From an optimization exercise on the open Yosys and OpenROAD flow, aimed at small area, a short achievable clock period and few clock cycles; shortcuts taken in it are not production practice. Power figures rest on the tool's default switching activity, not on a simulated workload.

// dctq_rle_encoder
module dctq_rle_encoder #(
  parameter int DW = dctq_rle_pkg::DW_DEFAULT
) (
  input  logic          clk,
  input  logic          reset_n,
  input  logic [DW-1:0] dctq,
  input  logic          dctq_valid,
  input  logic [5:0]    addr,
  output logic          hold,
  output logic          rle_valid,
  output logic [5:0]    rle_run,
  output logic [DW-1:0] rle_level,
  output logic          rle_last,
  input  logic          rle_ready,
  output logic          overrun
);
  logic          wb_q, wb_d;
  logic [5:0]    wcnt_q, wcnt_d;
  logic          inord_q, inord_d;    
  logic [1:0]    full_q, full_d, full_set, full_clr;
  logic          hold_q, hold_d;
  logic          overrun_q, overrun_d;
  logic          wr_en, wr_tok, wr_done;
  logic [1:0]    clr_q;               
  logic [1:0]    tok_q;               
  logic [6:0]    owe_q [2];           
  logic [6:0]    owe_d [2];
  logic          rb_q, rb_d;
  logic [7:0]    g0_q, g0_d;          
  logic [7:0]    g1_q, g1_d;          
  logic [2:0]    gb_q, gb_d;          
  logic [7:0]    rem_q, rem_d;        
  logic          sdone_q, sdone_d;    
  logic          eobw_q, eobw_d;      
  logic          kill_q, kill_d;      
  logic          adv_q;               
  logic [7:0]    a8_q, b8_q;          
  logic          gava_q, gavb_q;      
  logic [7:0]    a8_d, b8_d;
  logic          gava_d, gavb_d;
  logic          t_v_q, t_v_d;
  logic [7:0]    t_g0_q, t_g0_d;
  logic [7:0]    t_g1_q, t_g1_d;
  logic [7:0]    t_i_q, t_i_d;
  logic [5:0]    t_p_q, t_p_d;        
  logic          t_rd_q;              
  logic [6:0]    st_q, st_d;          
  logic [63:0]   avail_q;             
  logic          rle_valid_q, rle_valid_d;
  logic [5:0]    rle_run_q, rle_run_d;
  logic [DW-1:0] rle_level_q, rle_level_d;
  logic          rle_last_q, rle_last_d;
  logic [63:0]   nz0, nz1, avail;
  logic [7:0]    c8, cand, first;
  logic [2:0]    fi;
  logic          found, gavail, more, adv;
  logic          out_free, t_load, eob_load, t_move, owed;
  logic [DW-1:0] coef;
  logic [4*DW-1:0] rd_part;
  dctq_pingpong_ram #(.DW(DW)) u_ram (
    .clk     (clk),
    .wr_en   (wr_en),
    .wr_bank (wb_q),
    .wr_addr (addr),
    .wr_dat  (dctq),
    .clr     (clr_q),
    .nz0     (nz0),
    .nz1     (nz1),
    .rd_g0   (t_g0_q),
  ...
Settings: LEC_CHECK=0, CAP_MARGIN=20, CORE_MARGIN=2, CORE_UTILIZATION=30, CTS_CLUSTER_DIAMETER=80, CTS_CLUSTER_SIZE=30, SETUP_SLACK_MARGIN=3.1, SLEW_MARGIN=20; clock period 5.5 ns.
run.sh (not shown) runs the stock make flow with config.mk's settings and CLKGATE_MAP_FILE= SYNTH_SCRIPT=/design/flow/synth_recipe.tcl, a recipe that flattens the netlist after the stock synthesis.
Then changed:
--- a/flow/design.v
+++ b/flow/design.v
@@ -239,22 +239,21 @@
   logic [7:0]    t_g0_q, t_g0_d;
   logic [7:0]    t_g1_q, t_g1_d;
   logic [7:0]    t_i_q, t_i_d;
   logic [5:0]    t_p_q, t_p_d;        
   logic          t_rd_q;              
   logic [6:0]    st_q, st_d;          
-  logic [63:0]   avail_q;             
   logic          rle_valid_q, rle_valid_d;
   logic [5:0]    rle_run_q, rle_run_d;
   logic [DW-1:0] rle_level_q, rle_level_d;
   logic          rle_last_q, rle_last_d;
   logic [63:0]   nz0, nz1, avail;
   logic [7:0]    c8, cand, first;
   logic [2:0]    fi;
   logic          found, gavail, more, adv;
-  logic          out_free, t_load, eob_load, t_move, owed;
+  logic          out_free, t_load, eob_load, eob_full, eob_fast, t_move, owed;
   logic [DW-1:0] coef;
   logic [4*DW-1:0] rd_part;
   dctq_pingpong_ram #(.DW(DW)) u_ram (
     .clk     (clk),
     .wr_en   (wr_en),
     .wr_bank (wb_q),
@@ -300,19 +299,19 @@
     a8_d   = '0;
     b8_d   = '0;
     gava_d = 1'b0;
     gavb_d = 1'b0;
     for (int j = 0; j < 8; j++) begin
       for (int i = 0; i < 8; i++) begin
-        a8_d[i] = a8_d[i] | (avail_q[8*j+i] & ((8*j+i == 0) ? (g0_q[j] | g1_q[j]) :
+        a8_d[i] = a8_d[i] | (avail[8*j+i] & ((8*j+i == 0) ? (g0_q[j] | g1_q[j]) :
                                              ((g0_q[j] & nz0[8*j+i]) | (g1_q[j] & nz1[8*j+i]))));
-        if (j < 7) b8_d[i] = b8_d[i] | (avail_q[8*j+8+i] &
+        if (j < 7) b8_d[i] = b8_d[i] | (avail[8*j+8+i] &
                                         ((g0_q[j] & nz0[8*j+8+i]) | (g1_q[j] & nz1[8*j+8+i])));
       end
-      gava_d = gava_d | ((g0_q[j] | g1_q[j]) & avail_q[8*j+7]);
-      if (j < 7) gavb_d = gavb_d | ((g0_q[j] | g1_q[j]) & avail_q[8*j+15]);
+      gava_d = gava_d | ((g0_q[j] | g1_q[j]) & avail[8*j+7]);
+      if (j < 7) gavb_d = gavb_d | ((g0_q[j] | g1_q[j]) & avail[8*j+15]);
     end
   end
   always_comb begin
     c8     = adv_q ? b8_q : a8_q;
     gavail = ~kill_q & (adv_q ? gavb_q : gava_q);
     cand   = c8 & rem_q & {8{~kill_q}};
@@ -325,15 +324,15 @@
   end
   always_comb begin
     coef     = rd_part[0 +: DW] | rd_part[DW +: DW] | rd_part[2*DW +: DW] | rd_part[3*DW +: DW];
     out_free = ~rle_valid_q | rle_ready;
     t_load   = t_v_q & t_rd_q & out_free;
     owed     = (owe_q[rb_q] != 7'd0) | tok_q[rb_q];
-    eob_load = out_free & ~t_v_q & ~eobw_q &
-               ((full_q[rb_q] & (~owed | sdone_q)) |
-                (~full_q[rb_q] & wr_done & ~wr_tok & ~owed));
+    eob_full = ~t_v_q & ~eobw_q & full_q[rb_q] & (~owed | sdone_q);
+    eob_fast = ~t_v_q & ~eobw_q & ~owed & inord_q & (wcnt_q == 6'd63) & ~hold_q;
+    eob_load = out_free & (eob_full | (eob_fast & dctq_valid & ~(|dctq)));
     t_move   = ~t_v_q | t_load;
     rb_d        = rb_q;
     g0_d        = g0_q;
     g1_d        = g1_q;
     gb_d        = gb_q;
     rem_d       = rem_q;
@@ -345,15 +344,15 @@
     t_g1_d      = t_g1_q;
     t_i_d       = t_i_q;
     t_p_d       = t_p_q;
     st_d        = st_q;
     full_clr    = 2'b00;
     rle_valid_d = rle_valid_q & ~rle_ready;
-    rle_run_d   = rle_run_q;
-    rle_level_d = rle_level_q;
-    rle_last_d  = rle_last_q;
+    rle_run_d   = out_free ? 6'd0 : rle_run_q;
+    rle_level_d = out_free ? '0 : rle_level_q;
+    rle_last_d  = rle_last_q & ~out_free;
     for (int b = 0; b < 2; b++) begin
       owe_d[b] = owe_q[b];
       if (tok_q[b] && !(t_load && rb_q == 1'(b))) owe_d[b] = owe_q[b] + 7'd1;
       if (!tok_q[b] && t_load && rb_q == 1'(b))   owe_d[b] = owe_q[b] - 7'd1;
     end
     if (!eobw_q && t_move) begin
@@ -378,14 +377,12 @@
       rle_run_d   = t_p_q - st_q[5:0];
       rle_level_d = coef;
       rle_last_d  = 1'b0;
       st_d        = {1'b0, t_p_q} + 7'd1;
     end else if (eob_load) begin
       rle_valid_d = 1'b1;
-      rle_run_d   = 6'd0;
-      rle_level_d = '0;
       rle_last_d  = 1'b1;
       eobw_d      = 1'b1;
     end
     if (eobw_q && rle_ready) begin
       full_clr[rb_q] = 1'b1;
       owe_d[rb_q]    = 7'd0;
@@ -470,16 +467,12 @@
     a8_q   <= a8_d;
     b8_q   <= b8_d;
     gava_q <= gava_d;
     gavb_q <= gavb_d;
     adv_q  <= (gb_d != gb_q) & ~kill_d;
   end
-  always_ff @(posedge clk) begin
-    if (!reset_n || kill_d) avail_q <= '0;
-    else                    avail_q <= avail;
-  end
   assign hold      = hold_q;
   assign overrun   = overrun_q;
   assign rle_valid = rle_valid_q;
   assign rle_run   = rle_run_q;
   assign rle_level = rle_level_q;
   assign rle_last  = rle_last_q;
Result: The new run finished with timing, DRC and antenna clean; synthesized cell count is lower by 0.92%; global-route usage hardly moves; hold slack hardly moves; first-iteration DRC count went down by 5.0%; power increases by 2.0%; worst setup slack improves by 0.010 ns; die area shrinks by 1.2%; non-clock buffer count goes down by 3; routed wire length is about the same; area after synthesis went down by 1.2%; flip-flop and latch count shrinks by 19; count of clock-buffer cells in the layout went up by 8; combinational power went up by 8.2%; final area falls by 1.6%.
No functional check of the RTL was part of any run of this note.

## port drivers added, routing unchanged
The flow's constraints put no driver on any port. The routed layouts listed below were extracted and timed again, unchanged, in two steps. Step 1: set_driving_cell puts a clkbuf_16 on clk and a buf_2 on each other input, an assumption about the parent block. Step 2 moves the port delays by t, midway between the first and last clock arrival at a register: inputs arrive t later, outputs are due t later. That takes back most of the time a late clock gives input paths. Slacks: ideal / step 1 / step 2; pairs: ideal / step 1.
| run | t, ns | setup slack, ns | worst register clock-pin slew, ns |
|---|---|---|---|
| the first run | 0.800 | 2.962 / 2.915 / 2.115 | 0.12 / 0.12 |
| the second run | 0.810 | 2.972 / 2.972 / 2.207 | 0.12 / 0.12 |
After both steps every run listed still meets setup and hold. For the first run, which loses most, drivers alone change the setup slack by -0.047 ns; drivers and shift together by -0.847 ns.
